What follows belongs to an exercise in optimizing a design on an open flow for small area; a production flow would make more cautious choices.
The RTL was checked by simulation tests, not by an equivalence proof against the original design.
Power is estimated from default activity; no workload was simulated.

==> design.v <==
`timescale 1ns / 1ps
package rbcr_pkg;
    localparam logic [2:0] MODE_ALLOC  = 3'd0;
    localparam logic [2:0] MODE_POP    = 3'd1;
    localparam logic [2:0] MODE_COMMIT = 3'd2;
    localparam logic [2:0] MODE_RETIRE = 3'd3;
    localparam logic [2:0] MODE_FLUSH  = 3'd4;
    localparam logic [2:0] MODE_QUERY  = 3'd5;
endpackage
`timescale 1ns / 1ps
module reorder_buffer_commit_retire_unit (
    input  wire          i_clk,
    input  wire          i_rst_n,
    input  wire          start,
    output wire          busy,
    input  wire [35:0]   i_cmd,
    output wire          o_done,
    output wire [101:0]  o_result,
    input  wire          i_cfg_we,
    input  wire [1:0]    i_cfg_index,
    input  wire [6:0]    i_cfg_data
);
    localparam [2:0] S_IDLE = 3'd0;
    localparam [2:0] S_W    = 3'd1;
    localparam [2:0] S_2    = 3'd2;
    localparam [2:0] S_3    = 3'd3;
    localparam [2:0] S_4    = 3'd4;
    localparam [2:0] S_FIN  = 3'd5;
    localparam [2:0] S_DONE = 3'd6;    
    localparam [2:0] S_CLR  = 3'd7;    
    wire [2:0] mode  = i_cmd[35:33];
    wire [5:0] slot  = i_cmd[32:27];
    wire       uopz  = (i_cmd[10:7] == 4'd0);
    wire [6:0] req   = i_cmd[6:0];
    wire m_alloc  = (mode == 3'd0);
    wire m_pop    = (mode == 3'd1);
    wire m_commit = (mode == 3'd2);
    wire m_retire = (mode == 3'd3);
    wire m_flush  = (mode == 3'd4);
    wire m_query  = (mode == 3'd5);
    reg  [5:0]  rot;
    reg  [63:0] mk;           
    reg  [63:0] uz;           
    reg  [31:0] ops, ins;     
    reg         c_ops, c_ins;
    reg  [5:0]  head, commit, tail;
    reg         cf, uf;       
    reg  [6:0]  cap;
    reg         roc, sim;
    reg  [2:0]  st;
    reg         fs, pz;       
    reg  [6:0]  cnt;
    reg  [1:0]  status;
    reg  [1:0]  kd;           
    reg         can;
    wire       k0     = (rot[4:0] == 5'd0);
    wire       k31    = (rot[4:0] == 5'd31);
    wire       eqS    = (rot == slot);
    wire       eqH    = (rot == head);
    wire       eqC    = (rot == commit);
    wire       eqT    = (rot == tail);
    wire [5:0] tail_m1 = tail - 6'd1;
    wire [5:0] unc_lo, com_lo;
    wire [6:0] ub, cb;        
    assign ub[0] = 1'b0;
    assign cb[0] = 1'b0;
    genvar gi;
    generate
        for (gi = 0; gi < 6; gi = gi + 1) begin : g_sub
            assign unc_lo[gi] = tail[gi] ^ commit[gi] ^ ub[gi];
            assign ub[gi+1]   = (~tail[gi] & commit[gi]) | (~(tail[gi] ^ commit[gi]) & ub[gi]);
            assign com_lo[gi] = commit[gi] ^ head[gi] ^ cb[gi];
            assign cb[gi+1]   = (~commit[gi] & head[gi]) | (~(commit[gi] ^ head[gi]) & cb[gi]);
        end
    endgenerate
    wire       unc_zero  = !uf && (unc_lo == 6'd0);
    wire       all_empty = unc_zero && !cf && (com_lo == 6'd0);
    wire       ready  = (st == S_FIN) && k31;
    wire       acc    = start && ready;
    assign busy   = !ready;
    assign o_done = (st == S_DONE);
    reg        mk_in, uz_in, inj;
    reg [2:0]  st_n;
    reg        head_ld, commit_ld, tail_ld, tail_dec, tail_slot;
    reg        cf_n, uf_n, fs_n, pz_n;
    reg [6:0]  cnt_n;
    reg [1:0]  status_n, kd_n;
    reg        can_n;
    reg        cnt_inc;
    always @* begin
        mk_in     = mk[0];
        uz_in     = uz[0];
        inj       = 1'b0;
        st_n      = st;
        head_ld   = 1'b0;
        commit_ld = 1'b0;
        tail_ld   = 1'b0;
        tail_dec  = 1'b0;
        tail_slot = 1'b0;
        cf_n      = cf;
        uf_n      = uf;
        fs_n      = fs;
        pz_n      = pz;
        status_n  = status;
        kd_n      = kd;
        can_n     = can;
        cnt_inc   = 1'b0;
        cnt_n     = cnt;
        if (m_retire && eqS && !fs && st != S_IDLE) begin
            fs_n = 1'b1;
            pz_n = uz[0];
            if (sim) mk_in = 1'b1;
        end
        case (st)
            S_IDLE, S_DONE: begin
                st_n = S_IDLE;
                if (start) begin
                    st_n     = S_W;
                    status_n = 2'd0;
                    kd_n     = m_flush ? 2'd2 : m_retire ? 2'd3 : 2'd0;
                    can_n    = m_query;
                    cnt_n    = m_query ? req : 7'd0;
                    fs_n     = 1'b0;
                end
            end
            S_W: begin
                if (m_alloc) begin
                    if (eqT) begin
                        if (eqH && !all_empty) begin
                            status_n = 2'd1;
                            st_n     = S_FIN;
                        end else begin
                            uz_in  = uopz;
                            kd_n   = 2'd1;
                            st_n   = S_2;
                        end
                    end
                end else if (m_pop) begin
                    if (unc_zero) begin
                        status_n = 2'd2;
                    end else begin
                        tail_dec = 1'b1;
                        uf_n     = 1'b0;
                    end
                    st_n = S_FIN;
                end else if (m_commit) begin
                    if (!sim) begin
                        st_n = S_FIN;
                    end else if (unc_zero) begin
                        status_n = 2'd2;
                        st_n     = S_FIN;
                    end else if (eqC) begin
                        mk_in    = 1'b0;
                        status_n = eqS ? 2'd0 : 2'd3;
                        uf_n     = 1'b0;
                        st_n     = S_2;
                    end
                end else if (m_retire) begin
                    if (!sim) begin
                        st_n = S_3;
                    end else if (eqH) begin
                        if ((cf || !eqC) && (mk[0] || eqS)) begin
                            cnt_inc = 1'b1;
                            st_n    = S_2;
                        end else begin
                            st_n = S_3;
                        end
                    end
                end else if (m_flush) begin
                    if (unc_zero) begin
                        st_n = S_FIN;
                    end else if (eqC) begin
                        if (eqS) begin
                            cnt_inc = 1'b1;
                            st_n    = S_3;
                        end else begin
                            st_n = S_2;
                        end
                    end
                end else if (m_query) begin
                    if (roc ? unc_zero : all_empty) begin
                        st_n = S_FIN;
                    end else if (roc ? eqC : eqH) begin
                        cnt_inc = 1'b1;
                        st_n    = S_2;
                    end
                end else begin
                    st_n = S_FIN;
                end
            end
            S_2: begin
                if (m_alloc) begin
                    tail_ld = 1'b1;
                    if (eqC) uf_n = 1'b1;
                    st_n = S_FIN;
                end else if (m_commit) begin
                    commit_ld = 1'b1;
                    if (eqH) cf_n = 1'b1;
                    st_n = S_FIN;
                end else if (m_retire) begin
                    if (!eqC && (mk[0] || eqS)) begin
                        cnt_inc = 1'b1;
                    end else begin
                        head_ld = 1'b1;
                        cf_n    = 1'b0;
                        st_n    = S_3;
                    end
                end else if (m_flush) begin
                    if (eqT) begin
                        st_n = S_FIN;
                    end else if (eqS) begin
                        cnt_inc = 1'b1;
                        st_n    = S_3;
                    end
                end else begin
                    if (eqT) begin
                        st_n = S_FIN;
                    end else begin
                        cnt_inc = 1'b1;
                    end
                end
            end
            S_3: begin
                if (m_retire) begin
                    if (fs_n) st_n = S_4;
                end else begin
                    if (eqT) begin
                        tail_slot = 1'b1;
                        uf_n      = 1'b0;
                        st_n      = S_FIN;
                    end else begin
                        cnt_inc = 1'b1;
                    end
                end
            end
            S_4: begin
                if (k0) begin
                    inj  = 1'b1;
                    st_n = S_FIN;
                end
            end
            S_FIN: begin
                if (m_query) can_n = can && (cnt <= cap);
                if (acc) st_n = S_DONE;
            end
            default: begin
                if (k31) st_n = S_IDLE;
            end
        endcase
        if (cnt_inc) begin
            cnt_n = cnt + 7'd1;
            if (cnt == 7'd127) can_n = 1'b0;
        end
    end
    wire clr     = (st == S_CLR);
    wire v_ops   = ops[0] & !clr;
    wire v_ins   = ins[0] & !clr;
    wire ci_ops  = k0 ? inj : c_ops;
    wire ci_ins  = k0 ? (inj & pz) : c_ins;
    always @(posedge i_clk) begin
        mk  <= {mk_in, mk[63:1]};
        uz  <= {uz_in, uz[63:1]};
        ops <= {v_ops ^ ci_ops, ops[31:1]};
        ins <= {v_ins ^ ci_ins, ins[31:1]};
        c_ops <= v_ops & ci_ops;
        c_ins <= v_ins & ci_ins;
        cnt    <= cnt_n;
        status <= status_n;
        kd     <= kd_n;
        can    <= can_n;
        fs     <= fs_n;
        pz     <= pz_n;
        if (!i_rst_n) begin
            rot    <= 6'd0;
            head   <= 6'd0;
            commit <= 6'd0;
            tail   <= 6'd0;
            cf     <= 1'b0;
            uf     <= 1'b0;
            cap    <= 7'd64;
            roc    <= 1'b0;
            sim    <= 1'b1;
            st     <= S_CLR;
        end else begin
            rot    <= rot + 6'd1;
            if (head_ld)   head   <= rot;
            if (commit_ld) commit <= rot;
            if (tail_ld)   tail   <= rot;
            if (tail_dec)  tail   <= tail_m1;
            if (tail_slot) tail   <= slot;
            cf     <= cf_n;
            uf     <= uf_n;
            if (i_cfg_we) begin
                case (i_cfg_index)
                    2'd0: cap <= i_cfg_data;
                    2'd1: roc <= i_cfg_data[0];
                    2'd2: sim <= i_cfg_data[0];
                    default: ;
                endcase
            end
            st     <= st_n;
        end
    end
    assign o_result[101:100] = status;
    assign o_result[99:94]   = (kd == 2'd1) ? tail_m1 : 6'd0;
    assign o_result[93]      = can;
    assign o_result[92:86]   = (kd == 2'd2) ? cnt : 7'd0;
    assign o_result[85:79]   = (kd == 2'd3) ? cnt : 7'd0;
    assign o_result[78:47]   = ops;
    assign o_result[46:15]   = ins;
    assign o_result[14:8]    = {uf, unc_lo};
    assign o_result[7:1]     = {cf, com_lo};
    assign o_result[0]       = all_empty;
endmodule
==> flow/run.sh <==
#!/bin/bash
# Standard layout, with the ports buffered by the smallest buffer and a leaner clock tree.
set -euo pipefail
export BUFFER_PORTS_ARGS="-buffer_cell sky130_fd_sc_hd__buf_1"
export CTS_ARGS="-sink_clustering_enable -repair_clock_nets -dont_use_dummy_load -buf_list {sky130_fd_sc_hd__clkbuf_8 sky130_fd_sc_hd__clkbuf_16} -sink_clustering_size 20 -sink_clustering_max_diameter 100"
bash standard.sh > standard.log 2>&1
==> standard.sh <==
#!/bin/bash
# synth_recipe.tcl (not shown) runs the flow's synth.tcl, then flattens the netlist and writes it again
# the make line also repeats each setting of config.mk as NAME=value (left out here)
make -C /OpenROAD-flow-scripts/flow DESIGN_CONFIG=/design/flow/config.mk WORK_HOME=/design/flow/orfs CLKGATE_MAP_FILE= SYNTH_SCRIPT=/design/flow/synth_recipe.tcl "${@:-finish}"
==> config.mk <==
export PLATFORM = sky130hd
export DESIGN_NAME = reorder_buffer_commit_retire_unit
export DESIGN_NICKNAME = reorder_buffer_commit_retire_unit
export VERILOG_FILES = /design/flow/design.v
export SDC_FILE = /design/flow/constraint.sdc
export NUM_CORES = 4
export LEC_CHECK = 0
export CAP_MARGIN = 20
export CORE_MARGIN = 2
export CORE_UTILIZATION = 40
export SLEW_MARGIN = 20
==> constraint.sdc <==
create_clock -name core_clock -period 5.0 [get_ports {i_clk}]
set_input_delay 1.0000 -clock core_clock [delete_from_list [all_inputs] [get_ports {i_clk}]]
set_output_delay 1.0000 -clock core_clock [all_outputs]
set_load 0.01 [all_outputs]
==> results of run 1 <==
## routing by layer
| layer | GRT usage [%] | wire [um] | part of all wire (%) |
|---|---|---|---|
| met1 | 21.4 | 7910 | 48 |
| met5 | 0 | 0 | 0 |
| met2 | 23.8 | 7090 | 43 |
| met4 | 5.34 | 438 | 2.6 |
| met3 | 3.45 | 1140 | 6.9 |
## worst paths after layout
| path | slack, ns | end | start | cells after the start |
|---|---|---|---|---|
| max | 0.25 | o_result[0] | commit[0] | 13 |
| min | 0.32 | uz[24] | uz[25] | 0 |
| max reg2reg | 0.61 | cnt[2] | commit[0] | 14 |
| min reg2reg | 0.32 | uz[24] | uz[25] | 0 |
## flip-flops by register name, indices dropped and copies added (netlist names), 2 cells and up
register	count
uz	64
mk	64
commit	6
kd	2
rot	6
ins	32
tail	6
st	3
ops	32
cnt	7
head	6
cap	7
status	2
## report_power, final
group | leakage, nW | total (mW) | internal, mW | switching, mW
clock | 0.197 | 1.16 | 0.570 | 0.586
sequential | 2.00 | 2.22 | 2.09 | 0.133
combinational | 1.44 | 0.737 | 0.282 | 0.455
## cells in the final DEF, fill, tap and decap left out, types with 4 or more instances in the layout
| cell | netlist | routed |
|---|---|---|
| dfxtp_1 | 234 | 234 |
| xnor2_1 | 33 | 33 |
| mux2i_1 | 18 | 18 |
| o211ai_1 | 5 | 5 |
| clkbuf_16 | 0 | 16 |
| ha_1 | 18 | 18 |
| or3_1 | 4 | 4 |
| and2_1 | 15 | 15 |
| a21oi_1 | 24 | 24 |
| a211oi_1 | 7 | 7 |
| nand3b_1 | 6 | 6 |
| inv_1 | 41 | 41 |
| nand4_1 | 6 | 6 |
| fa_1 | 8 | 8 |
| edfxtp_1 | 12 | 12 |
| nand2_1 | 42 | 42 |
| and3_1 | 16 | 16 |
| buf_4 | 4 | 4 |
| nand2b_1 | 7 | 7 |
| nor3_1 | 10 | 10 |
| o21ai_0 | 19 | 19 |
| nor2b_1 | 5 | 5 |
| nor2_1 | 66 | 66 |
| nand3_1 | 14 | 14 |
| o311ai_0 | 4 | 4 |
| buf_1 | 1 | 136 |
## Yosys cell counts (all sizes together), types with 4 or more instances
cell,count,share of area (%)
fa,8,2.0
xnor2,33,3.6
nor2b,5,0.39
nand3b,6,0.56
a21oi,24,1.5
a211oi,7,0.66
ha,18,2.8
nand4,6,0.47
dfxtp,234,59
mux2i,18,2.3
nor2,66,3.1
inv,41,1.9
clkbuf,20,0.94
o21ai,20,1.3
edfxtp,12,4.5
or3,4,0.31
nand3,14,0.88
nand2b,7,0.55
and2,15,1.2
nand2,42,2.0
o211ai,5,0.47
and3,16,1.3
buf,12,0.94
nor3,11,0.75
o311ai,4,0.44
## logic make-up (layout without fill, tap and decap cells)
kind of cell    count (synthesis)  after routing
mux                            18             18
fa+ha+maj                      26             26
simple gates                  208            208
xor+xnor                       38             38
flops                         246            246
compound gates                 97             97
buf+inv                        73            197
## cell type report
cell class	instances	area (um^2)
clock buffers	16	400
fillers	1878	10400
inverters	41	154
multi-input cells	387	2640
flip-flops and latches	246	5040
well taps	265	332
repair buffers	140	541
## per-stage QoR
step | cells | setup WS, ns | instance area [um^2] | hold slack, ns
floorplan | 706 | 0.915 | 7990 | 0.310
global placement | 1079 | 0.629 | 8710 | 0.311
detailed placement | 1079 | 0.614 | 8710 | 0.312
CTS | 1095 | 0.285 | 9110 | 0.326
global route | 1095 | 0.0650 | 9110 | 0.332
finish | 1095 | 0.252 | 9110 | 0.322
==> qor.yml, run 1 <==
status:
  status: "no timing/DRC/antenna violations"
routing:
  drt_pass1_iterations: 5
  drc: 0
  viasPerCell: 4.82
  finalWirelength_mm: 16.6
  vias_after_detailed_routing: 5278
  ant_nets: 0
  avgRoutedWirePerCell_um: 15.1
  drc_violation_total_after_the_first_tritonroute_iteration: 434
sta:
  finalWorstPathRequiredPeriod_ns: 4.75
  timing.final.setup_violations: 0
  worst_slew_margin_rel_pct: 50.4
  timing_max_transition_violations_final: 0
  hold_violations: 0
  rsz_0062_raised_after_global_routing: "false"
  achievable-frequency_mhz: 211
  worst_slew_pin_slew_ns: 0.744
  fin_setup_tns_ns: 0
  clock-skew-final_ns: 0.0216
  layout_worst_path_cycle_share_pct: 95.0
synth:
  post_synth_fa_ha_maj_area_fraction_pct: 4.82
  synth_edf_count: 12
  cell_count_after_synthesis: 706
  synth-warning-count: 1
  avgSynthCellArea_um2: 11.3
  postSynth.topFlopCell: "dfxtp_1"
  fraction_of_synthesized_cell_area_in_xor_and_xnor_cells_pct: 4.52
  syn_area_mm2: 0.00799
  synthDistinctLibCells: 68
  combinational_family_with_the_most_area_after_synthesis: "simple AND/OR/NAND/NOR gates"
  synth_simple_gate_area_share_pct: 13.1
  synthMuxAreaShare_pct: 2.25
  synthesis.nets: 781
  compound_gate_portion_of_the_synthesized_area_pct: 8.39
  synth.yosys.seq_area_share_pct: 63.1
  ys_ff_latch: 246
  synth_async_sr_flop_share_pct: 0
grt:
  grt_antenna_before_repair: 0
  grtUsageTotal_pct: 15.4
  grt_overflow: 0
  grt_first_pass_wirelength_mm: 26.5
  grt_start_max_net_pins: 30
  number_of_global_route_vias_before_repair: 4952
finish:
  nNetsFinal: 907
  fin_util_pct: 46.7
  drive_above_1_share_pct: 3.73
  diodes: 0
  synthToLayoutAreaGrowth_pct: 14.0
floorplan:
  rows: 51
  initial_core_util_pct: 40.9
  die_outline_area_mm2: 0.0211
  placeableCoreArea_mm2: 0.0195
  pin_count: 153
  floorplan.die.width_um: 145
  die-height_um: 145
clocking:
  worst_setup_hold_path_clk_slew_ns: 0.08
  tritoncts: "yes"
  clk-insertion-delay-late_ns: 0.47
  clk_root_buffer_cell: "clkbuf_16"
  ctsResizeCount: 0
  post_cts_buffers: 0
  clock_path_buffers: 3
  number_of_sinks_handled_by_clock_tree_synthesis: 246
  cts_max_level: 1
  hold_buffers: 0
  tritoncts.num_buffers: 16
critical_path:
  worst-path-max-fanout: 4
  path_cells: "inv_1 > ha_1 > inv_1 > fa_1 > inv_1 > fa_1 > fa_1 > fa_1 > xor3_1 > nor4_1 > nand2_1 > inv_1 > buf_1"
  max_stage_delay_ns: 0.53
  crit_buf_inv: 5
  critPathSlowestCell: "nor4_1"
  worst_setup_path_start_kind: "flip-flop"
  kind_of_cell_with_the_highest_combined_delay_on_the_critical_path: "adder cells"
  critPathRequiredTime_ns: 4.00
  arrival_ns: 3.75
  setup.worst_path.end_class: "primary output"
  critPathKind: "flip-flop to primary output"
pwr:
  peakVddDrop_uv: 195
  pwr_density_cell_mw_per_mm2: 452
  p_leak_nw: 3.64
  finalPower_mw: 4.12
hold_path:
  hold_path.class: "flip-flop to flip-flop"
job:
  max_cap_viols: 0
placed_design:
  final_weighted_congestion_in_routability_driven_placement: 0.920
  hpwl_mm: 11.8
  port_buffers: 136
==> run 2: changes to the inputs <==
==> flow/run.sh (replaced) <==
#!/bin/bash
# Standard layout, with the ports buffered by the smallest buffer and a leaner clock tree.
set -euo pipefail
export BUFFER_PORTS_ARGS="-buffer_cell sky130_fd_sc_hd__buf_1"
export CTS_ARGS="-sink_clustering_enable -repair_clock_nets -dont_use_dummy_load -buf_list sky130_fd_sc_hd__clkbuf_8 -sink_clustering_size 16 -sink_clustering_max_diameter 100"
bash standard.sh > standard.log 2>&1
==> run 2 against run 1 <==
Still clean on timing, DRC and antenna. Combinational power hardly changed. Setup slack improved by 0.093 ns. Wire length fell by 0.24%.
==> qor.yml, run 2 <==
clocking:
  number_of_sinks_handled_by_clock_tree_synthesis: 246  # unchanged
  tritoncts.num_buffers: 19  # +3
  tritoncts: "yes"
  cts_max_level: 1  # unchanged
  worst_setup_hold_path_clk_slew_ns: 0.10  # +0.02 ns
  clk-insertion-delay-late_ns: 0.51  # +0.04 ns
  clk_root_buffer_cell: "clkbuf_8"
  post_cts_buffers: 0  # unchanged
  clock_path_buffers: 3  # unchanged
floorplan:
  initial_core_util_pct: 40.9  # unchanged
  rows: 51  # unchanged
  die-height_um: 145  # unchanged
  floorplan.die.width_um: 145  # unchanged
  pin_count: 153  # unchanged
  placeableCoreArea_mm2: 0.0195  # unchanged
  die_outline_area_mm2: 0.0211  # unchanged
synth:
  ys_ff_latch: 246  # unchanged
  ys_top_cells_by_area: "dfxtp_1 59%, edfxtp_1 4.5%, xnor2_1 3.6%, nor2_1 3.1%, ha_1 2.8%"
  synth_edf_count: 12  # unchanged
  synth_top_cells_by_count: "234 x dfxtp_1, 66 x nor2_1, 42 x nand2_1"
  synth_async_sr_flop_share_pct: 0  # unchanged
  post-synth-top-count-cell: "dfxtp_1"
  synthesis.nets: 781  # unchanged
  postSynth.topFlopCell: "dfxtp_1"
  yosysTopAreaCell: "dfxtp_1"
  synthDominantCellAreaShare_pct: 58.6  # unchanged
  synth.yosys.seq_area_share_pct: 63.1  # unchanged
  synth-warning-count: 1  # unchanged
  syn_area_mm2: 0.00799  # unchanged
  synthDistinctLibCells: 68  # unchanged
  avgSynthCellArea_um2: 11.3  # unchanged
  cell_count_after_synthesis: 706  # unchanged
finish:
  mostFrequentLayoutCells: "234 x dfxtp_1, 136 x buf_1, 66 x nor2_1"
  layout.cells.most_common: "dfxtp_1"
  fin_util_pct: 46.0  # -0.68 points
  synthToLayoutAreaGrowth_pct: 12.4
  n_fill_cell: 1899  # +1.1%
  nNetsFinal: 910  # +0.33%
  drive_above_1_share_pct: 4.20  # +0.47 points
  layout.cell_area.non_filler_mm2: 0.00898  # -1.5%
  biggestRegsByFlops: "mk: 64 flops, uz: 64 flops"
  diodes: 0  # unchanged
critical_path:
  critical_path.startpoint: "tail[0]"
  critPathRequiredTime_ns: 4.00  # about the same
  worst_setup_path_start_kind: "flip-flop"
  setup.worst_path.end_class: "primary output"
  worst-path-max-fanout: 7  # +3
  arrival_ns: 3.66  # -0.09 ns
  regToRegSetupSlack_ns: 0.53  # -0.08 ns
  reg2reg_depth: 14  # unchanged
  critPathKind: "flip-flop to primary output"
  worstReg2RegStart: "commit[0]"
  worstReg2RegEnd: "cnt[6]"
pwr:
  pwr_density_cell_mw_per_mm2: 430  # -4.9%
  power.clock.fraction_pct: 23.2  # -4.9 points
  power_report.internal_total_mw: 2.72  # -7.7%
  sw_frac_of_total_pct: 29.6  # +1.1 points
  p_seq_share_pct: 57.6  # +3.6 points
  pwr-share-comb_pct: 19.1  # +1.2 points
  switching_power_mw: 1.14  # -2.6%
  peakVddDrop_uv: 244  # +25%
  p_leak_nw: 3.58  # -1.6%
sta:
  fin_setup_tns_ns: 0  # unchanged
  rsz_0062_raised_after_global_routing: "false"
  timing.final.setup_violations: 0  # unchanged
  finalWorstSetupSlack_ns: 0.345  # +0.0926 ns
  clock-skew-final_ns: 0.0439  # +0.0223 ns
  hold_violations: 0  # unchanged
  achievable-frequency_mhz: 215  # +2.0%
  worst_slew_margin_rel_pct: 51.1  # +0.71 points
  layout_worst_path_cycle_share_pct: 93.1  # -1.9 points
  finalHoldWorstSlack_ns: 0.327  # +0.00515 ns
  worst_slew_pin_slew_ns: 0.733  # -0.0107 ns
  timing_max_transition_violations_final: 0  # unchanged
  finalWorstPathRequiredPeriod_ns: 4.66  # -0.0926 ns
hold_path:
  timing.hold.worst_path_depth: 0  # unchanged
  hold_path.class: "flip-flop to flip-flop"
  min_delay_worst_endpoint: "uz[24]"
  min_delay_src: "uz[25]"
placed_design:
  port_buffers: 136  # unchanged
  final_weighted_congestion_in_routability_driven_placement: 0.920  # unchanged
  dp_slack_ns: 0.614  # unchanged
  post_dp_cell_area_mm2: 0.00871  # unchanged
  hpwl_mm: 11.8  # unchanged
grt:
  grt_first_pass_wirelength_mm: 26.6  # about the same
  grtUsageTotal_pct: 15.3  # -0.071 points
  number_of_global_route_vias_before_repair: 4991  # +0.79%
  grt_antenna_before_repair: 0  # unchanged
  grt_start_max_net_pins: 30  # unchanged
  grt_overflow: 0  # unchanged
routing:
  drc_violation_total_after_the_first_tritonroute_iteration: 475  # +9.4%
  drc: 0  # unchanged
  avgRoutedWirePerCell_um: 15.1  # -0.51%
  drt_pass1_iterations: 5  # unchanged
  vias_after_detailed_routing: 5305  # +0.51%
  finalWirelength_mm: 16.5  # -0.24%
  ant_nets: 0  # unchanged
  viasPerCell: 4.83  # +0.24%
job:
  max_cap_viols: 0  # unchanged
status:
  status: "no timing/DRC/antenna violations"
==> run 2: changes by cell type in the layout (fill, tap and decap cells not counted), sizes merged <==
cell    before  now
clkbuf      16   19
==> run 2: per-layer routing <==
layer	GRT usage, %	wire, um	vias up
li1	-	-	2621
met4	4.95	486	0
met1	21.3	7760	2463
met3	3.35	1100	35
met2	24.0	7190	186
met5	0	0	-
==> run 2: final cells by class <==
class	instances	area [um^2]	share of cell area, %
Clock buffer	19	262	2.91
Inverter	41	154	1.71
Multi-Input combinational cell	387	2650	29.5
Sequential cell	246	5040	56.2
Tap cell	265	332	3.69
Timing Repair Buffer	140	541	6.02
==> run 2: repair_timing <==
action	in CTS	in global routing
setup endpoints to repair	0	1
endpoints found under the hold margin	0	0
hold buffers	0	0
resized for setup	0	1
==> run 2: worst max path at each step <==
stage	to	slack (ns)
floorplan	cnt[0]	0.92
detailed placement	cnt[0]	0.61
finish	o_result[0]	0.34
global placement	cnt[0]	0.63
global route	o_result[0]	0.16
CTS	o_result[0]	0.21
==> run 2: power groups by stage <==
stage                     combinational, mW  sequential, mW  clock [mW]
after floorplan                       0.531            2.23           0
after global placement                0.736            2.27           0
after detailed placement              0.732            2.27           0
after CTS                             0.736            2.22       0.943
after global routing                  0.814            2.24        1.02
final                                 0.738            2.22       0.897
==> run 2: worst max-delay path, stage by stage, from the launching register on <==
cell and delay, ns:
dfxtp_1 0.44, inv_1 0.12, ha_1 0.19, inv_1 0.06
fa_1 0.15, inv_1 0.05, fa_1 0.37, fa_1 0.39
fa_1 0.50, and2_1 0.18, and3_1 0.20, buf_4 0.16
nand2_1 0.09, inv_1 0.08, buf_1 0.17
==> run 2: per-stage QoR <==
stage / power [mW] / cells
after floorplan: 2.76 / 706
after global placement: 3.00 / 1079
after detailed placement: 3.00 / 1079
after CTS: 3.90 / 1098
after global routing: 4.07 / 1098
final: 3.86 / 1098
==> run 2: cell families after synthesis <==
| group | Yosys count | share of synthesized area, % |
|---|---|---|
| compound gates | 97 | 8.39 |
| xor+xnor | 38 | 4.52 |
| fa+ha+maj | 26 | 4.82 |
| buf+inv | 73 | 3.80 |
| flops | 246 | 63.1 |
| mux | 18 | 2.25 |
| simple gates | 208 | 13.1 |
==> run 3: changes to the inputs <==
==> flow/run.sh (replaced) <==
#!/bin/bash
# Standard synthesis, then its combinational logic re-mapped for area (registers
# untouched), then the standard layout with the ports buffered by the smallest
# buffer and a leaner clock tree. Each tool's output goes to a log here.
set -euo pipefail
here=$(pwd)
export BUFFER_PORTS_ARGS="-buffer_cell sky130_fd_sc_hd__buf_1"
export CTS_ARGS="-sink_clustering_enable -repair_clock_nets -dont_use_dummy_load -buf_list sky130_fd_sc_hd__clkbuf_8 -sink_clustering_size 16 -sink_clustering_max_diameter 100"
bash standard.sh synth > synth.log 2>&1
export RES=$here/orfs/results/$FLOW_PLATFORM/reorder_buffer_commit_retire_unit/base
export ABC_SCRIPT=$here/flow/area.abc
YOSYS=$FLOW_HOME/../tools/install/yosys/bin/yosys
[[ -x $YOSYS ]] || YOSYS=yosys
cp $RES/1_2_yosys.v $RES/1_2_yosys.std.v
$YOSYS -c $here/flow/remap.tcl > remap.log 2>&1
rm -f $RES/1_synth.odb $RES/1_synth.sdc
bash standard.sh > standard.log 2>&1
==> flow/area.abc (new file) <==
strash
&get -n
&st
&deepsyn -T 30
&nf -R 1000
&put
==> flow/remap.tcl (new file) <==
# Re-map the combinational logic of the standard synthesis netlist for area.
# The registers are kept as they are: same cells, same instance names.
set lib $::env(FLOW_HOME)/platforms/sky130hd/lib/sky130_fd_sc_hd__tt_025C_1v80.lib
set res $::env(RES)
set dont_use {sky130_fd_sc_hd__probe_p_8 sky130_fd_sc_hd__probec_p_8 sky130_fd_sc_hd__lpflow_bleeder_1 sky130_fd_sc_hd__lpflow_clkbufkapwr_1 sky130_fd_sc_hd__lpflow_clkbufkapwr_16 sky130_fd_sc_hd__lpflow_clkbufkapwr_2 sky130_fd_sc_hd__lpflow_clkbufkapwr_4 sky130_fd_sc_hd__lpflow_clkbufkapwr_8 sky130_fd_sc_hd__lpflow_clkinvkapwr_1 sky130_fd_sc_hd__lpflow_clkinvkapwr_16 sky130_fd_sc_hd__lpflow_clkinvkapwr_2 sky130_fd_sc_hd__lpflow_clkinvkapwr_4 sky130_fd_sc_hd__lpflow_clkinvkapwr_8 sky130_fd_sc_hd__lpflow_decapkapwr_12 sky130_fd_sc_hd__lpflow_decapkapwr_3 sky130_fd_sc_hd__lpflow_decapkapwr_4 sky130_fd_sc_hd__lpflow_decapkapwr_6 sky130_fd_sc_hd__lpflow_decapkapwr_8 sky130_fd_sc_hd__lpflow_inputiso0n_1 sky130_fd_sc_hd__lpflow_inputiso0p_1 sky130_fd_sc_hd__lpflow_inputiso1n_1 sky130_fd_sc_hd__lpflow_inputiso1p_1 sky130_fd_sc_hd__lpflow_inputisolatch_1 sky130_fd_sc_hd__lpflow_isobufsrc_1 sky130_fd_sc_hd__lpflow_isobufsrc_16 sky130_fd_sc_hd__lpflow_isobufsrc_2 sky130_fd_sc_hd__lpflow_isobufsrc_4 sky130_fd_sc_hd__lpflow_isobufsrc_8 sky130_fd_sc_hd__lpflow_isobufsrckapwr_16 sky130_fd_sc_hd__lpflow_lsbuf_lh_hl_isowell_tap_1 sky130_fd_sc_hd__lpflow_lsbuf_lh_hl_isowell_tap_2 sky130_fd_sc_hd__lpflow_lsbuf_lh_hl_isowell_tap_4 sky130_fd_sc_hd__lpflow_lsbuf_lh_isowell_4 sky130_fd_sc_hd__lpflow_lsbuf_lh_isowell_tap_1 sky130_fd_sc_hd__lpflow_lsbuf_lh_isowell_tap_2 sky130_fd_sc_hd__lpflow_lsbuf_lh_isowell_tap_4 }
set du_args {}
foreach c $dont_use { lappend du_args -dont_use $c }
yosys read_liberty -ignore_miss_func $lib
yosys read_verilog $res/1_2_yosys.std.v
yosys hierarchy -top $::env(FLOW_TOP)
yosys setattr -mod -set keep_hierarchy 1 sky130_fd_sc_hd__*df* sky130_fd_sc_hd__*dl*
yosys flatten
yosys rename -hide w:*.*
yosys opt_clean -purge
yosys abc -liberty $lib {*}$du_args -script $::env(ABC_SCRIPT) -D 5000 $::env(FLOW_TOP)
yosys opt_clean -purge
yosys hilomap -singleton -hicell sky130_fd_sc_hd__conb_1 HI -locell sky130_fd_sc_hd__conb_1 LO $::env(FLOW_TOP)
yosys splitnets
yosys opt_clean -purge
yosys insbuf -buf sky130_fd_sc_hd__buf_1 A X
yosys opt_clean
yosys tee -o $res/remap_stat.txt stat
yosys select -module $::env(FLOW_TOP)
yosys write_verilog -noattr -nohex -nodec -selected $res/1_2_yosys.v
==> run 3 against run 2 <==
Still clean. Global-route usage rose by 0.27 points. Setup slack improved by 0.31 ns. Maximum frequency rose by 7.2%. First-iteration DRC count fell by 49%. Sequential cell count did not move. Die area fell by 9.7%. Via count fell by 6.1%. Clock power barely moved. Largest power group unchanged.
==> qor.yml, run 3 <==
status:
  status: "no timing/DRC/antenna violations"
critical_path:
  critical_path.startpoint: "commit[1]"
  regToRegSetupSlack_ns: 0.66  # +0.13 ns
  arrival_ns: 4.72  # +1.06 ns
  setup.worst_path.end: "st[0]"
  worst-path-max-fanout: 6  # -1
  worst_setup_path_start_kind: "flip-flop"
  worstReg2RegStart: "commit[1]"
  critPathKind: "flip-flop to flip-flop"
  worstReg2RegEnd: "st[0]"
  reg2reg_depth: 20  # +6
  setup.worst_path.end_class: "flip-flop"
  critPathRequiredTime_ns: 5.38  # +1.38 ns
finish:
  multiInputGateArea_mm2: 0.00203  # -24%
  layout.cell_area.non_filler_mm2: 0.00827  # -8.0%
  layout.cells.most_common: "dfxtp_1"
  layoutNonFillerInstCount: 998  # -9.1%
  sequential_cell_area_mm2: 0.00504  # unchanged
  biggestRegsByFlops: "mk: 64 flops, uz: 64 flops"
  drive_above_1_share_pct: 2.86  # -1.3 points
  synthToLayoutAreaGrowth_pct: 14.9
  mostFrequentLayoutCells: "234 x dfxtp_1, 136 x buf_1, 48 x nand2_1"
  n_fill_cell: 1681  # -11%
  nNetsFinal: 820  # -9.9%
  diodes: 0  # unchanged
sta:
  rsz_0062_raised_after_global_routing: "false"
  timing_max_transition_violations_final: 0  # unchanged
  worst_slew_margin_rel_pct: 33.6  # -18 points
  finalHoldWorstSlack_ns: 0.283  # -0.0446 ns
  clock-skew-final_ns: 0.0542  # +0.0103 ns
  finalWorstPathRequiredPeriod_ns: 4.34  # -0.312 ns
  hold_violations: 0  # unchanged
  worst_slew_pin_slew_ns: 0.987  # +0.254 ns
  timing.final.setup_violations: 0  # unchanged
  fin_setup_tns_ns: 0  # unchanged
  achievable-frequency_mhz: 230  # +7.2%
  layout_worst_path_cycle_share_pct: 86.9  # -6.2 points
clocking:
  tritoncts: "yes"
  ctsResizeCount: 0  # unchanged
  tritoncts.num_buffers: 19  # unchanged
  clk_root_buffer_cell: "clkbuf_8"
  worst_setup_hold_path_clk_slew_ns: 0.10  # about the same
  number_of_sinks_handled_by_clock_tree_synthesis: 246  # unchanged
  cts_max_level: 1  # unchanged
  hold_buffers: 0  # unchanged
  clk-insertion-delay-late_ns: 0.50  # about the same
  clock_path_buffers: 3  # unchanged
  post_cts_buffers: 0  # unchanged
hold_path:
  hold_path.class: "flip-flop to flip-flop"
routing:
  drt_pass1_iterations: 5  # unchanged
  drc: 0  # unchanged
  drc_violation_total_after_the_first_tritonroute_iteration: 241  # -49%
  avgRoutedWirePerCell_um: 15.2  # +0.93%
  finalWirelength_mm: 15.2  # -8.3%
  vias_after_detailed_routing: 4984  # -6.1%
  ant_nets: 0  # unchanged
  viasPerCell: 4.99  # +3.4%
placed_design:
  port_buffers: 136  # unchanged
  place.detailed.instances: 979  # -9.3%
  final_weighted_congestion_in_routability_driven_placement: 0.882  # -4.1%
  hpwl_mm: 10.9  # -7.7%
  post_dp_cell_area_mm2: 0.00801  # -8.1%
pwr:
  finalPower_mw: 3.43  # -11%
  pwr_density_cell_mw_per_mm2: 415  # -3.4%
  peakVddDrop_uv: 206  # -16%
  p_leak_nw: 3.11  # -13%
synth:
  avgSynthCellArea_um2: 11.7  # +3.6%
  cell_count_after_synthesis: 614  # -13%
  synth-warning-count: 1  # unchanged
  syn_area_mm2: 0.00720  # -9.9%
  synthesis.nets: 663  # -15%
floorplan:
  floorplan.die.width_um: 138  # -5.0%
  rows: 49  # -3.9%
  initial_core_util_pct: 40.5  # -0.45 points
  die-height_um: 138  # -5.0%
  die_outline_area_mm2: 0.0191  # -9.7%
  pin_count: 153  # unchanged
  placeableCoreArea_mm2: 0.0178  # -8.9%
grt:
  grt_start_max_net_pins: 17  # -43%
  grtUsageTotal_pct: 15.6  # +0.27 points
  grt_first_pass_wirelength_mm: 25.0  # -6.0%
  grt_antenna_before_repair: 0  # unchanged
  number_of_global_route_vias_before_repair: 4982  # -0.18%
  grt_overflow: 0  # unchanged
job:
  max_cap_viols: 0  # unchanged
[run 3: power breakdown]
part	total [mW]	switching, mW	internal [mW]
clock	0.898	0.555	0.343
sequential	2.14	0.0874	2.05
combinational	0.393	0.245	0.148
total	3.43	0.887	2.54
[run 3: final cells by class]
class                           count  area share [%]
Inverter                           31            1.41
Sequential cell                   246            61.0
Timing Repair Buffer              139            6.45
Clock buffer                       19            3.16
Multi-Input combinational cell    334            24.5
Tap cell                          229            3.47
[run 3: through the flow]
| step | worst slack [ns] | util (%) |
|---|---|---|
| floorplan | 1.03 | - |
| global placement | 0.804 | 45.0 |
| detailed placement | 0.745 | 45.0 |
| CTS | 0.734 | 46.5 |
| global route | 0.110 | 46.5 |
| finish | 0.656 | 46.5 |
[run 3: metal layers]
metal,global-route usage (%),vias up,share of wire [%],routed length [um]
li1,-,2444,-,-
met1,21.3,2379,47,7100
met3,2.42,24,4.8,728
met2,25.7,137,46,7050
met4,4.89,0,2.0,297
met5,0,-,0,0
[run 3: how the worst min path moves through the flow]
stage                start     end  slack (ns)  depth (start not counted)
floorplan            mk[1]   mk[0]        0.31                          0
global placement    mk[15]  mk[14]        0.31                          0
detailed placement  mk[45]  mk[44]        0.31                          0
CTS                 uz[41]  uz[40]        0.29                          0
global route        uz[43]  uz[42]        0.29                          0
finish              uz[41]  uz[40]        0.28                          0
[run 3: critical path, stage by stage, from the launching register on]
cell	delay (ns)
dfxtp_1	0.50
xor2_1	0.29
nor2_1	0.07
a21oi_1	0.19
nor2_1	0.07
a21oi_1	0.20
nor2_1	0.07
a21oi_1	0.20
nor2_1	0.06
a21oi_1	0.15
xnor2_1	0.15
nor4_1	0.09
and2_0	0.22
or3_1	0.41
nand2_1	0.08
clkinv_1	0.07
o21ai_0	0.16
a21oi_1	0.06
or4_1	0.62
a2111oi_0	0.45
o31ai_1	0.12
==> run 4: changes to the inputs <==
--- a/design.v
+++ b/design.v
@@ -50,16 +50,13 @@
     reg  [2:0]  st;
     reg         fs, pz;       
     reg  [6:0]  cnt;
-    reg  [1:0]  status;
-    reg  [1:0]  kd;           
-    reg         can;
+    reg  [2:0]  rk;
     wire       k0     = (rot[4:0] == 5'd0);
     wire       k31    = (rot[4:0] == 5'd31);
     wire       eqS    = (rot == slot);
     wire       eqH    = (rot == head);
     wire       eqC    = (rot == commit);
     wire       eqT    = (rot == tail);
-    wire [5:0] tail_m1 = tail - 6'd1;
     wire [5:0] unc_lo, com_lo;
     wire [6:0] ub, cb;        
     assign ub[0] = 1'b0;
@@ -81,12 +78,11 @@
     assign o_done = (st == S_DONE);
     reg        mk_in, uz_in, inj;
     reg [2:0]  st_n;
-    reg        head_ld, commit_ld, tail_ld, tail_dec, tail_slot;
+    reg        head_ld, commit_ld, tail_ld;
     reg        cf_n, uf_n, fs_n, pz_n;
     reg [6:0]  cnt_n;
-    reg [1:0]  status_n, kd_n;
-    reg        can_n;
-    reg        cnt_inc;
+    reg [2:0]  rk_n;
+    reg        cnt_inc, cnt_ld;
     always @* begin
         mk_in     = mk[0];
         uz_in     = uz[0];
@@ -95,16 +91,13 @@
         head_ld   = 1'b0;
         commit_ld = 1'b0;
         tail_ld   = 1'b0;
-        tail_dec  = 1'b0;
-        tail_slot = 1'b0;
         cf_n      = cf;
         uf_n      = uf;
         fs_n      = fs;
         pz_n      = pz;
-        status_n  = status;
-        kd_n      = kd;
-        can_n     = can;
+        rk_n      = rk;
         cnt_inc   = 1'b0;
+        cnt_ld    = 1'b0;
         cnt_n     = cnt;
         if (m_retire && eqS && !fs && st != S_IDLE) begin
             fs_n = 1'b1;
@@ -116,9 +109,7 @@
                 st_n = S_IDLE;
                 if (start) begin
                     st_n     = S_W;
-                    status_n = 2'd0;
-                    kd_n     = m_flush ? 2'd2 : m_retire ? 2'd3 : 2'd0;
-                    can_n    = m_query;
+                    rk_n     = m_flush ? 3'd5 : m_retire ? 3'd6 : m_query ? 3'd7 : 3'd0;
                     cnt_n    = m_query ? req : 7'd0;
                     fs_n     = 1'b0;
                 end
@@ -127,31 +118,32 @@
                 if (m_alloc) begin
                     if (eqT) begin
                         if (eqH && !all_empty) begin
-                            status_n = 2'd1;
+                            rk_n = 3'd1;
                             st_n     = S_FIN;
                         end else begin
                             uz_in  = uopz;
-                            kd_n   = 2'd1;
+                            rk_n   = 3'd4;
+                            cnt_ld = 1'b1;
                             st_n   = S_2;
                         end
                     end
                 end else if (m_pop) begin
                     if (unc_zero) begin
-                        status_n = 2'd2;
-                    end else begin
-                        tail_dec = 1'b1;
-                        uf_n     = 1'b0;
+                        rk_n = 3'd2;
+                        st_n = S_FIN;
+                    end else if (eqT) begin
+                        cnt_inc = 1'b1;
+                        st_n    = S_2;
                     end
-                    st_n = S_FIN;
                 end else if (m_commit) begin
                     if (!sim) begin
                         st_n = S_FIN;
                     end else if (unc_zero) begin
-                        status_n = 2'd2;
+                        rk_n = 3'd2;
                         st_n     = S_FIN;
                     end else if (eqC) begin
                         mk_in    = 1'b0;
-                        status_n = eqS ? 2'd0 : 2'd3;
+                        rk_n = eqS ? 3'd0 : 3'd3;
                         uf_n     = 1'b0;
                         st_n     = S_2;
                     end
@@ -193,6 +185,14 @@
                     tail_ld = 1'b1;
                     if (eqC) uf_n = 1'b1;
                     st_n = S_FIN;
+                end else if (m_pop) begin
+                    if (cnt[5:0] == 6'd63) begin
+                        tail_ld = 1'b1;
+                        uf_n    = 1'b0;
+                        st_n    = S_FIN;
+                    end else begin
+                        cnt_inc = 1'b1;
+                    end
                 end else if (m_commit) begin
                     commit_ld = 1'b1;
                     if (eqH) cf_n = 1'b1;
@@ -225,31 +225,36 @@
                     if (fs_n) st_n = S_4;
                 end else begin
                     if (eqT) begin
-                        tail_slot = 1'b1;
-                        uf_n      = 1'b0;
-                        st_n      = S_FIN;
+                        uf_n = 1'b0;
+                        st_n = S_4;
                     end else begin
                         cnt_inc = 1'b1;
                     end
                 end
             end
             S_4: begin
-                if (k0) begin
+                if (m_flush) begin
+                    if (eqS) begin
+                        tail_ld = 1'b1;
+                        st_n    = S_FIN;
+                    end
+                end else if (k0) begin
                     inj  = 1'b1;
                     st_n = S_FIN;
                 end
             end
             S_FIN: begin
-                if (m_query) can_n = can && (cnt <= cap);
+                if (m_query && !(cnt <= cap)) rk_n = 3'd0;
                 if (acc) st_n = S_DONE;
             end
             default: begin
                 if (k31) st_n = S_IDLE;
             end
         endcase
+        if (cnt_ld) cnt_n = {1'b0, rot};
         if (cnt_inc) begin
             cnt_n = cnt + 7'd1;
-            if (cnt == 7'd127) can_n = 1'b0;
+            if (m_query && cnt == 7'd127) rk_n = 3'd0;
         end
     end
     wire clr     = (st == S_CLR);
@@ -265,9 +270,7 @@
         c_ops <= v_ops & ci_ops;
         c_ins <= v_ins & ci_ins;
         cnt    <= cnt_n;
-        status <= status_n;
-        kd     <= kd_n;
-        can    <= can_n;
+        rk     <= rk_n;
         fs     <= fs_n;
         pz     <= pz_n;
         if (!i_rst_n) begin
@@ -286,8 +289,6 @@
             if (head_ld)   head   <= rot;
             if (commit_ld) commit <= rot;
             if (tail_ld)   tail   <= rot;
-            if (tail_dec)  tail   <= tail_m1;
-            if (tail_slot) tail   <= slot;
             cf     <= cf_n;
             uf     <= uf_n;
             if (i_cfg_we) begin
@@ -301,11 +302,11 @@
             st     <= st_n;
         end
     end
-    assign o_result[101:100] = status;
-    assign o_result[99:94]   = (kd == 2'd1) ? tail_m1 : 6'd0;
-    assign o_result[93]      = can;
-    assign o_result[92:86]   = (kd == 2'd2) ? cnt : 7'd0;
-    assign o_result[85:79]   = (kd == 2'd3) ? cnt : 7'd0;
+    assign o_result[101:100] = rk[2] ? 2'd0 : rk[1:0];
+    assign o_result[99:94]   = (rk == 3'd4) ? cnt[5:0] : 6'd0;
+    assign o_result[93]      = (rk == 3'd7);
+    assign o_result[92:86]   = (rk == 3'd5) ? cnt : 7'd0;
+    assign o_result[85:79]   = (rk == 3'd6) ? cnt : 7'd0;
     assign o_result[78:47]   = ops;
     assign o_result[46:15]   = ins;
     assign o_result[14:8]    = {uf, unc_lo};
--- a/flow/run.sh
+++ b/flow/run.sh
@@ -5,7 +5,7 @@
 set -euo pipefail
 here=$(pwd)
 export BUFFER_PORTS_ARGS="-buffer_cell sky130_fd_sc_hd__buf_1"
-export CTS_ARGS="-sink_clustering_enable -repair_clock_nets -dont_use_dummy_load -buf_list sky130_fd_sc_hd__clkbuf_8 -sink_clustering_size 16 -sink_clustering_max_diameter 100"
+export CTS_ARGS="-sink_clustering_enable -repair_clock_nets -dont_use_dummy_load -buf_list sky130_fd_sc_hd__clkbuf_16 -sink_clustering_size 32 -sink_clustering_max_diameter 60"
 bash standard.sh synth > synth.log 2>&1
 export RES=$here/orfs/results/$FLOW_PLATFORM/reorder_buffer_commit_retire_unit/base
 export ABC_SCRIPT=$here/flow/area.abc
==> run 4 against run 3 <==
Core utilization grew 1.1 points. Final area shrank 0.38%. Clock-buffer cell count shrank 5. Wire length shrank 0.15%. Global-route usage is essentially flat. First-iteration DRC count shrank 10%. Largest power group unchanged. Sequential power shrank 3%. Largest cell class unchanged. Sequential share of layout area shrank 0.74 points. Highest routed layer unchanged. Total power shrank 2.5%.
==> qor.yml, run 4 <==
floorplan:
  rows: 48  # -2.0%
  floorplan.die.width_um: 137  # -0.85%
  placeableCoreArea_mm2: 0.0173  # -2.7%
  initial_core_util_pct: 40.9  # +0.41 points
  pin_count: 153  # unchanged
  die_outline_area_mm2: 0.0188  # -1.7%
  die-height_um: 137  # -0.85%
clocking:
  tritoncts.num_buffers: 14  # -5
  tritoncts: "yes"
  hold_buffers: 0  # unchanged
  clock_path_buffers: 3  # unchanged
  number_of_sinks_handled_by_clock_tree_synthesis: 244  # -0.81%
  post_cts_buffers: 0  # unchanged
  ctsResizeCount: 0  # unchanged
  cts_max_level: 1  # unchanged
  clk_root_buffer_cell: "clkbuf_16"
  worst_setup_hold_path_clk_slew_ns: 0.11  # about the same
  clk-insertion-delay-late_ns: 0.48  # -0.02 ns
pwr:
  finalPower_mw: 3.35  # -2.5%
  p_leak_nw: 3.09  # -0.63%
  pwr_density_cell_mw_per_mm2: 406  # -2.1%
  peakVddDrop_uv: 347  # +68%
job:
  max_cap_viols: 0  # unchanged
placed_design:
  port_buffers: 136  # unchanged
  final_weighted_congestion_in_routability_driven_placement: 0.864  # -2.1%
  place.detailed.instances: 959  # -2.0%
  dp_slack_ns: 0.531  # -0.214 ns
  post_dp_cell_area_mm2: 0.00788  # -1.6%
  hpwl_mm: 11.0  # +1.0%
critical_path:
  max_stage_delay_ns: 0.73  # +0.11 ns
  regToRegSetupSlack_ns: 0.43  # -0.23 ns
  worstReg2RegEnd: "cnt[2]"
  worstReg2RegStart: "commit[1]"
  arrival_ns: 3.63  # -1.09 ns
  critPathRequiredTime_ns: 4.00  # -1.38 ns
  critPathKind: "flip-flop to primary output"
  kind_of_cell_with_the_highest_combined_delay_on_the_critical_path: "simple AND/OR/NAND/NOR gates"
  path_cells: "xor2_1 > nor2_1 > o21ai_0 > a21oi_1 > a21oi_1 > maj3_1 > xnor2_1 > or4_1 > nor2_1 > buf_4 > buf_1"
  crit_buf_inv: 2  # +1
  reg2reg_depth: 17  # -15%
  worst_setup_path_start_kind: "flip-flop"
  worst-path-max-fanout: 8  # +2
  critPathSlowestCell: "or4_1"
  setup.worst_path.end_class: "primary output"
status:
  status: "no timing/DRC/antenna violations"
sta:
  worst_slew_pin_slew_ns: 0.978  # -0.00888 ns
  timing.final.setup_violations: 0  # unchanged
  achievable-frequency_mhz: 216  # -6.2%
  layout_worst_path_cycle_share_pct: 92.6  # +5.8 points
  finalWorstSetupSlack_ns: 0.369  # -0.288 ns
  hold_violations: 0  # unchanged
  rsz_0062_raised_after_global_routing: "false"
  finalWorstPathRequiredPeriod_ns: 4.63  # +0.288 ns
  clock-skew-final_ns: 0.0561  # +0.00192 ns
  fin_setup_tns_ns: 0  # unchanged
  timing_max_transition_violations_final: 0  # unchanged
  worst_slew_margin_rel_pct: 34.4  # +0.81 points
hold_path:
  min_delay_worst_endpoint: "mk[44]"
  timing.hold.worst_path_depth: 0  # unchanged
  hold_path.class: "flip-flop to flip-flop"
  min_delay_src: "mk[45]"
routing:
  drc: 0  # unchanged
  viasPerCell: 4.97  # -0.52%
  avgRoutedWirePerCell_um: 15.6  # +2.4%
  drc_violation_total_after_the_first_tritonroute_iteration: 216  # -10%
  drt_pass1_iterations: 4  # -1
  vias_after_detailed_routing: 4834  # -3.0%
  finalWirelength_mm: 15.1  # -0.15%
  ant_nets: 0  # unchanged
synth:
  synthesis.nets: 646  # -2.6%
  avgSynthCellArea_um2: 11.8  # +1.1%
  syn_area_mm2: 0.00707  # -1.7%
  synth-warning-count: 1  # unchanged
  cell_count_after_synthesis: 597  # -2.8%
finish:
  synthToLayoutAreaGrowth_pct: 16.5
  n_fill_cell: 1615  # -3.9%
  mostFrequentLayoutCells: "236 x dfxtp_1, 136 x buf_1, 42 x nand2_1"
  biggestRegsByFlops: "mk: 64 flops, uz: 64 flops"
  layout.cell_area.non_filler_mm2: 0.00824  # -0.38%
  layout.cells.most_common: "dfxtp_1"
  drive_above_1_share_pct: 2.41  # -0.45 points
  nNetsFinal: 799  # -2.6%
  diodes: 0  # unchanged
  layoutNonFillerInstCount: 973  # -2.5%
grt:
  grtUsageTotal_pct: 15.6  # about the same
  grt_overflow: 0  # unchanged
  number_of_global_route_vias_before_repair: 4428  # -11%
  grt_antenna_before_repair: 0  # unchanged
  grt_first_pass_wirelength_mm: 23.2  # -6.9%
  grt_start_max_net_pins: 33  # +16
==> run 4: cell types whose count changed in the layout (fill, tap and decap cells not counted), moves of 6 or more <==
cell       before  now
nand2_1        48   42
clkbuf_16       0   14
clkbuf_8       19    0
nor3b_1         1    7
nor4_1         11    2
==> run 4: through the flow <==
stage / hold WS, ns / utilization (%)
global route: 0.328 / 47.6
detailed placement: 0.312 / 45.6
finish: 0.317 / 47.6
floorplan: 0.310 / -
CTS: 0.319 / 47.6
global placement: 0.313 / 45.6
==> run 4: worst max-delay path by stage <==
stage	start	to	slack, ns	cells past startpoint
finish	commit[1]	o_result[0]	0.37	11
global route	commit[1]	cnt[1]	0.04	18
CTS	commit[1]	o_result[0]	0.41	11
detailed placement	commit[1]	cnt[5]	0.53	17
global placement	commit[1]	cnt[1]	0.57	18
floorplan	commit[1]	cnt[3]	0.72	16
==> run 4: cell type report <==
class / instances / area, um^2 / area share [%]
multi-input cells: 317 / 1980 / 24.0
well taps: 225 / 282 / 3.42
inverters: 34 / 128 / 1.55
clock buffers: 14 / 350 / 4.25
flip-flops and latches: 244 / 4960 / 60.3
repair buffers: 139 / 533 / 6.47
==> run 4: per-layer routing <==
layer	up-vias	track usage [%]	routed length, um
met4	0	4.01	348
met3	22	3.07	910
met2	115	24.5	6900
met1	2316	22.1	6990
li1	2381	-	-
met5	-	0	0
==> run 4: power breakdown <==
group / total, mW / switching (mW) / internal (mW)
logic: 0.225 / 0.136 / 0.0884
registers: 2.07 / 0.0586 / 2.01
clock network: 1.06 / 0.555 / 0.501
total: 3.35 / 0.750 / 2.60
==> run 5: changes to the inputs <==
--- a/flow/run.sh
+++ b/flow/run.sh
@@ -5,7 +5,7 @@
 set -euo pipefail
 here=$(pwd)
 export BUFFER_PORTS_ARGS="-buffer_cell sky130_fd_sc_hd__buf_1"
-export CTS_ARGS="-sink_clustering_enable -repair_clock_nets -dont_use_dummy_load -buf_list sky130_fd_sc_hd__clkbuf_16 -sink_clustering_size 32 -sink_clustering_max_diameter 60"
+export CTS_ARGS="-sink_clustering_enable -repair_clock_nets -dont_use_dummy_load -buf_list sky130_fd_sc_hd__clkbuf_8 -sink_clustering_size 16 -sink_clustering_max_diameter 100"
 bash standard.sh synth > synth.log 2>&1
 export RES=$here/orfs/results/$FLOW_PLATFORM/reorder_buffer_commit_retire_unit/base
 export ABC_SCRIPT=$here/flow/area.abc
==> run 5 against run 4 <==
Area after synthesis did not move. First-iteration DRC count rose by 8.8%. Non-clock buffer count did not move. Sequential power barely moved. Clock skew fell by 0.0074 ns. Sequential cell count did not move. Clock power fell by 16%. Final cell count rose by 0.51%. Hold slack got worse by 0.034 ns. Largest cell class unchanged. Largest power group unchanged.
==> qor.yml, run 5 <==
routing:
  viasPerCell: 4.97  # +0.11%
  drc: 0  # unchanged
  vias_after_detailed_routing: 4864  # +0.62%
  drt_pass1_iterations: 5  # +1
  ant_nets: 0  # unchanged
  avgRoutedWirePerCell_um: 15.5  # -0.15%
  drc_violation_total_after_the_first_tritonroute_iteration: 235  # +8.8%
  finalWirelength_mm: 15.2  # +0.36%
synth:
  synthesis.nets: 646  # unchanged
  cell_count_after_synthesis: 597  # unchanged
  synth-warning-count: 1  # unchanged
  syn_area_mm2: 0.00707  # unchanged
  avgSynthCellArea_um2: 11.8  # unchanged
finish:
  biggestRegsByFlops: "mk: 64 flops, uz: 64 flops"
  n_fill_cell: 1641  # +1.6%
  diodes: 0  # unchanged
  mostFrequentLayoutCells: "236 x dfxtp_1, 136 x buf_1, 42 x nand2_1"
  nNetsFinal: 804  # +0.63%
  fin_util_pct: 47.1  # -0.51 points
  layout.cells.most_common: "dfxtp_1"
  drive_above_1_share_pct: 3.05  # +0.65 points
  synthToLayoutAreaGrowth_pct: 15.2
  layout.cell_area.non_filler_mm2: 0.00815  # -1.1%
sta:
  rsz_0062_raised_after_global_routing: "false"
  fin_setup_tns_ns: 0  # unchanged
  timing_max_transition_violations_final: 0  # unchanged
  worst_slew_margin_rel_pct: 32.0  # -2.3 points
  worst_slew_pin_slew_ns: 1.01  # +0.0348 ns
  finalWorstSetupSlack_ns: 0.312  # -0.0565 ns
  finalWorstPathRequiredPeriod_ns: 4.69  # +0.0565 ns
  hold_violations: 0  # unchanged
  timing.final.setup_violations: 0  # unchanged
  layout_worst_path_cycle_share_pct: 93.8  # +1.1 points
  achievable-frequency_mhz: 213  # -1.2%
  clock-skew-final_ns: 0.0487  # -0.00740 ns
grt:
  grt_first_pass_wirelength_mm: 23.5  # +1.3%
  number_of_global_route_vias_before_repair: 4522  # +2.1%
  grtUsageTotal_pct: 15.8  # +0.22 points
  grt_start_max_net_pins: 17  # -48%
  grt_antenna_before_repair: 0  # unchanged
  grt_overflow: 0  # unchanged
job:
  max_cap_viols: 0  # unchanged
placed_design:
  hpwl_mm: 11.0  # unchanged
  final_weighted_congestion_in_routability_driven_placement: 0.864  # unchanged
  dp_slack_ns: 0.531  # unchanged
  post_dp_cell_area_mm2: 0.00788  # unchanged
  port_buffers: 136  # unchanged
clocking:
  clk_root_buffer_cell: "clkbuf_8"
  tritoncts.num_buffers: 19  # +5
  clk-insertion-delay-late_ns: 0.52  # +0.04 ns
  tritoncts: "yes"
  number_of_sinks_handled_by_clock_tree_synthesis: 244  # unchanged
  ctsResizeCount: 0  # unchanged
  clock_path_buffers: 3  # unchanged
  post_cts_buffers: 0  # unchanged
  hold_buffers: 0  # unchanged
  cts_max_level: 1  # unchanged
  worst_setup_hold_path_clk_slew_ns: 0.10  # about the same
critical_path:
  setup.worst_path.end_class: "primary output"
  critPathRequiredTime_ns: 4.00  # about the same
  worstReg2RegStart: "commit[1]"
  reg2reg_depth: 18  # +1
  worst-path-max-fanout: 8  # unchanged
  worst_setup_path_start_kind: "flip-flop"
  regToRegSetupSlack_ns: 0.44  # about the same
  worstReg2RegEnd: "cnt[1]"
  critPathKind: "flip-flop to primary output"
  arrival_ns: 3.69  # +0.06 ns
status:
  status: "no timing/DRC/antenna violations"
pwr:
  pwr_density_cell_mw_per_mm2: 391  # -3.8%
  finalPower_mw: 3.18  # -4.9%
  peakVddDrop_uv: 219  # -37%
  p_leak_nw: 3.06  # -1.2%
floorplan:
  die_outline_area_mm2: 0.0188  # unchanged
  floorplan.die.width_um: 137  # unchanged
  die-height_um: 137  # unchanged
  rows: 48  # unchanged
  placeableCoreArea_mm2: 0.0173  # unchanged
  initial_core_util_pct: 40.9  # unchanged
  pin_count: 153  # unchanged
hold_path:
  timing.hold.worst_path_depth: 0  # unchanged
  hold_path.class: "flip-flop to flip-flop"
  min_delay_src: "mk[56]"
  min_delay_worst_endpoint: "mk[55]"
==> run 5: layout make-up <==
cell class	count	area (um^2)	share of cell area, %
inverters	34	128	1.57
repair buffers	139	533	6.54
flip-flops and latches	244	4960	60.9
clock buffers	19	262	3.21
multi-input cells	317	1980	24.3
well taps	225	282	3.46
==> run 5: worst max-delay path by stage <==
| stage | startpoint | to | slack (ns) | cells after the start |
|---|---|---|---|---|
| floorplan | commit[1] | cnt[3] | 0.72 | 16 |
| global placement | commit[1] | cnt[1] | 0.57 | 18 |
| detailed placement | commit[1] | cnt[5] | 0.53 | 17 |
| CTS | commit[1] | o_result[0] | 0.36 | 11 |
| global route | commit[1] | cnt[1] | 0.03 | 18 |
| finish | commit[1] | o_result[0] | 0.31 | 11 |
==> run 5: metal layers <==
layer | track usage [%] | vias to the layer above | share of wire, %
li1 | - | 2387 | -
met2 | 25.0 | 133 | 45
met4 | 4.98 | 0 | 2.9
met3 | 3.07 | 33 | 5.8
met5 | 0 | - | 0
met1 | 21.9 | 2311 | 46
==> run 5: critical path: stages, from the launching register on <==
cell and delay, ns:
dfxtp_1 0.52, xor2_1 0.30, nor2_1 0.08, o21ai_0 0.30
a21oi_1 0.16, a21oi_1 0.24, maj3_1 0.23, xnor2_1 0.08
or4_1 0.73, nor2_1 0.22, buf_4 0.16, buf_1 0.16
==> run 5: per-stage QoR <==
| step | hold slack, ns | std cells |
|---|---|---|
| CTS | 0.287 | 978 |
| detailed placement | 0.312 | 959 |
| floorplan | 0.310 | 597 |
| finish | 0.283 | 978 |
| global placement | 0.313 | 959 |
| global route | 0.287 | 978 |
==> run 5: report_power, final <==
part           total (mW)  internal, mW  leakage, nW  switching, mW
clock network       0.893         0.342        0.137          0.551
logic               0.224        0.0884        0.942          0.136
registers            2.07          2.01         1.98         0.0586
total                3.18          2.44         3.06          0.746
==> run 6: changes to the inputs <==
==> flow/area.abc (replaced) <==
strash
&get -n
&st
&deepsyn -T 60
&put
dch -f
amap
==> run 6 against run 5 <==
Still clean. Via count rose by 5.8%. Final cell count is 2.9% higher. Hold slack barely moved. Sequential share of layout area grew 1.0 points. Die area decreased by 2.1%. Clock power decreased by 1%. Combinational power rose by 16%. Final area shrank 1.7%. Critical endpoint is now cnt[3]. Largest cell class unchanged. Highest routed layer unchanged.
==> qor.yml, run 6 <==
floorplan:
  floorplan.die.width_um: 136  # -1.0%
  rows: 48  # unchanged
  pin_count: 153  # unchanged
  die-height_um: 136  # -1.0%
  initial_core_util_pct: 40.4  # -0.45 points
  die_outline_area_mm2: 0.0184  # -2.1%
  placeableCoreArea_mm2: 0.0171  # -1.0%
routing:
  finalWirelength_mm: 15.8  # +4.0%
  viasPerCell: 5.12  # +2.9%
  ant_nets: 0  # unchanged
  avgRoutedWirePerCell_um: 15.7  # +1.1%
  drc_violation_total_after_the_first_tritonroute_iteration: 365  # +55%
  drc: 0  # unchanged
  vias_after_detailed_routing: 5147  # +5.8%
  drt_pass1_iterations: 9  # +4
pwr:
  pwr_density_cell_mw_per_mm2: 399  # +2.2%
  finalPower_mw: 3.20  # +0.44%
  peakVddDrop_uv: 300  # +37%
  p_leak_nw: 2.89  # -5.5%
grt:
  grt_first_pass_wirelength_mm: 24.8  # +5.4%
  grt_start_max_net_pins: 17  # unchanged
  grt_antenna_before_repair: 0  # unchanged
  number_of_global_route_vias_before_repair: 4931  # +9.0%
  grt_overflow: 0  # unchanged
  grtUsageTotal_pct: 16.8  # +0.98 points
sta:
  timing.final.setup_violations: 0  # unchanged
  clock-skew-final_ns: 0.0409  # -0.00779 ns
  hold_violations: 0  # unchanged
  timing_max_transition_violations_final: 0  # unchanged
  worst_slew_margin_rel_pct: 39.7  # +7.7 points
  achievable-frequency_mhz: 220  # +2.9%
  rsz_0062_raised_after_global_routing: "true"
  worst_slew_pin_slew_ns: 0.894  # -0.119 ns
  layout_worst_path_cycle_share_pct: 91.1  # -2.7 points
  finalWorstPathRequiredPeriod_ns: 4.55  # -0.133 ns
critical_path:
  worst-path-max-fanout: 7  # -1
  arrival_ns: 4.72  # +1.03 ns
  reg2reg_depth: 23  # +5
  critPathKind: "flip-flop to flip-flop"
  worst_setup_path_start_kind: "flip-flop"
  setup.worst_path.end_class: "flip-flop"
  critPathRequiredTime_ns: 5.16  # +1.16 ns
finish:
  biggestRegsByFlops: "mk: 64 flops, uz: 64 flops"
  mostFrequentLayoutCells: "236 x dfxtp_1, 136 x buf_1, 67 x clkinv_1, 67 x nor2_1, 43 x o21ai_0"
  layout.cells.most_common: "dfxtp_1"
  diodes: 0  # unchanged
  drive_above_1_share_pct: 3.20  # +0.15 points
  nNetsFinal: 832  # +3.5%
  layoutNonFillerInstCount: 1006  # +2.9%
  synthToLayoutAreaGrowth_pct: 15.7
clocking:
  clock_path_buffers: 3  # unchanged
  tritoncts: "yes"
  cts_max_level: 1  # unchanged
  worst_setup_hold_path_clk_slew_ns: 0.10  # about the same
  clk_root_buffer_cell: "clkbuf_8"
  tritoncts.num_buffers: 19  # unchanged
  clk-insertion-delay-late_ns: 0.50  # -0.02 ns
  post_cts_buffers: 0  # unchanged
  number_of_sinks_handled_by_clock_tree_synthesis: 244  # unchanged
placed_design:
  place.detailed.instances: 987  # +2.9%
  final_weighted_congestion_in_routability_driven_placement: 0.905  # +4.7%
  hpwl_mm: 11.6  # +5.6%
  port_buffers: 136  # unchanged
synth:
  synthesis.nets: 672  # +4.0%
  syn_area_mm2: 0.00692  # -2.1%
  cell_count_after_synthesis: 623  # +4.4%
  synth-warning-count: 1  # unchanged
  avgSynthCellArea_um2: 11.1  # -6.2%
status:
  status: "no timing/DRC/antenna violations"
hold_path:
  hold_path.class: "flip-flop to flip-flop"
  timing.hold.worst_path_depth: 0  # unchanged
job:
  max_cap_viols: 0  # unchanged
[run 6: layout make-up]
class	count	area (um^2)
Tap cell	225	282
Multi-Input combinational cell	310	1700
Clock buffer	19	262
Sequential cell	244	4960
Timing Repair Buffer	141	548
Fill cell	1653	9100
Inverter	67	251
[run 6: metrics by stage]
stage	setup TNS, ns	setup WS (ns)	area [um^2]	utilization (%)	hold slack, ns
after floorplan	0	0.947	6920	-	0.310
after global placement	0	0.456	7740	45.2	0.312
after detailed placement	0	0.337	7740	45.2	0.312
after CTS	0	0.277	8010	46.8	0.285
after global routing	-0.411	-0.0549	8010	46.8	0.293
final	0	0.445	8010	46.8	0.282
[run 6: path summary, 6_finish.rpt]
check / startpoint / end / slack (ns)
hold reg to reg: uz[20] / uz[19] / 0.28
setup / recovery: commit[1] / cnt[3] / 0.45
hold / removal: uz[20] / uz[19] / 0.28
setup reg to reg: commit[1] / cnt[3] / 0.45
[run 6: repair_timing]
item / 4_1_cts / 5_1_grt
gates resized for setup: 0 / 1
endpoints found under the setup margin: 0 / 17
hold buffers: 0 / 0
[run 6: critical path: stages, from the launching register on]
cell and delay [ns]:
dfxtp_1 0.42, clkinv_1 0.19, o22ai_1 0.25, clkinv_1 0.11, nand2_1 0.09, o21ai_0 0.10
nand2_1 0.09, o21ai_0 0.10, nand2_1 0.09, o21ai_0 0.10, nand2_1 0.08, o21ai_0 0.12
nor2_1 0.13, a21oi_1 0.07, nor4_2 0.37, clkinv_1 0.16, nor2_1 0.27, nor3_1 0.14
a31oi_1 0.26, o22a_1 0.17, o22a_1 0.12, o21ai_0 0.23, clkinv_1 0.22, nand3_1 0.31
[run 6: report_power, final]
group          switching (mW)  internal (mW)  leakage, nW
clock network           0.542          0.342        0.137
logic                   0.176         0.0833        0.773
registers              0.0436           2.01         1.98
[run 6: per-layer routing]
layer | GRT usage, % | wire [um] | up-vias
met2 | 27.5 | 7320 | 207
met5 | 0 | 0 | -
met3 | 2.99 | 1030 | 39
met4 | 6.08 | 381 | 0
met1 | 22.5 | 7080 | 2400
li1 | - | - | 2501

[re-timing with driven ports]
In the flow no input, the clock included, has a driving cell. The finished layouts below were timed again as built, in two steps.
Step 1 (the two cells are an assumption about what drives the block):
set clk [get_ports {i_clk}]
set_driving_cell -lib_cell sky130_fd_sc_hd__clkbuf_16 $clk
set_driving_cell -lib_cell sky130_fd_sc_hd__buf_2 [delete_from_list [all_inputs] $clk]
Step 2 times the ports against the registers' clock, not the clock port: input delays grow and output delays shrink by t, the midpoint of the rising clock arrivals with the driver on.
a / b / c = ideal ports / drivers / drivers and shift; a / b = the first two.
run	shift t [ns]	slack for setup (ns)	clock arrival spread, ns	slew at the worst register clock pin (ns)	worst data-port slew with drivers (ns)
run 1	0.503	0.252 / 0.211 / 0.607	0.023 / 0.022	0.08 / 0.08	0.06
run 2	0.526	0.345 / 0.308 / 0.530	0.044 / 0.045	0.10 / 0.10	0.06
run 3	0.511	0.656 / 0.656 / 0.656	0.054 / 0.054	0.11 / 0.11	0.06
run 4	0.499	0.369 / 0.328 / 0.428	0.065 / 0.066	0.11 / 0.11	0.05
run 5	0.528	0.312 / 0.276 / 0.442	0.050 / 0.049	0.10 / 0.10	0.05
run 6	0.516	0.445 / 0.445 / 0.416	0.052 / 0.051	0.10 / 0.10	0.05
After both steps setup and hold are still met in every run listed. The setup slack of run 6, which loses most, moves by 0.000 ns with the drivers and by -0.029 ns with both steps.
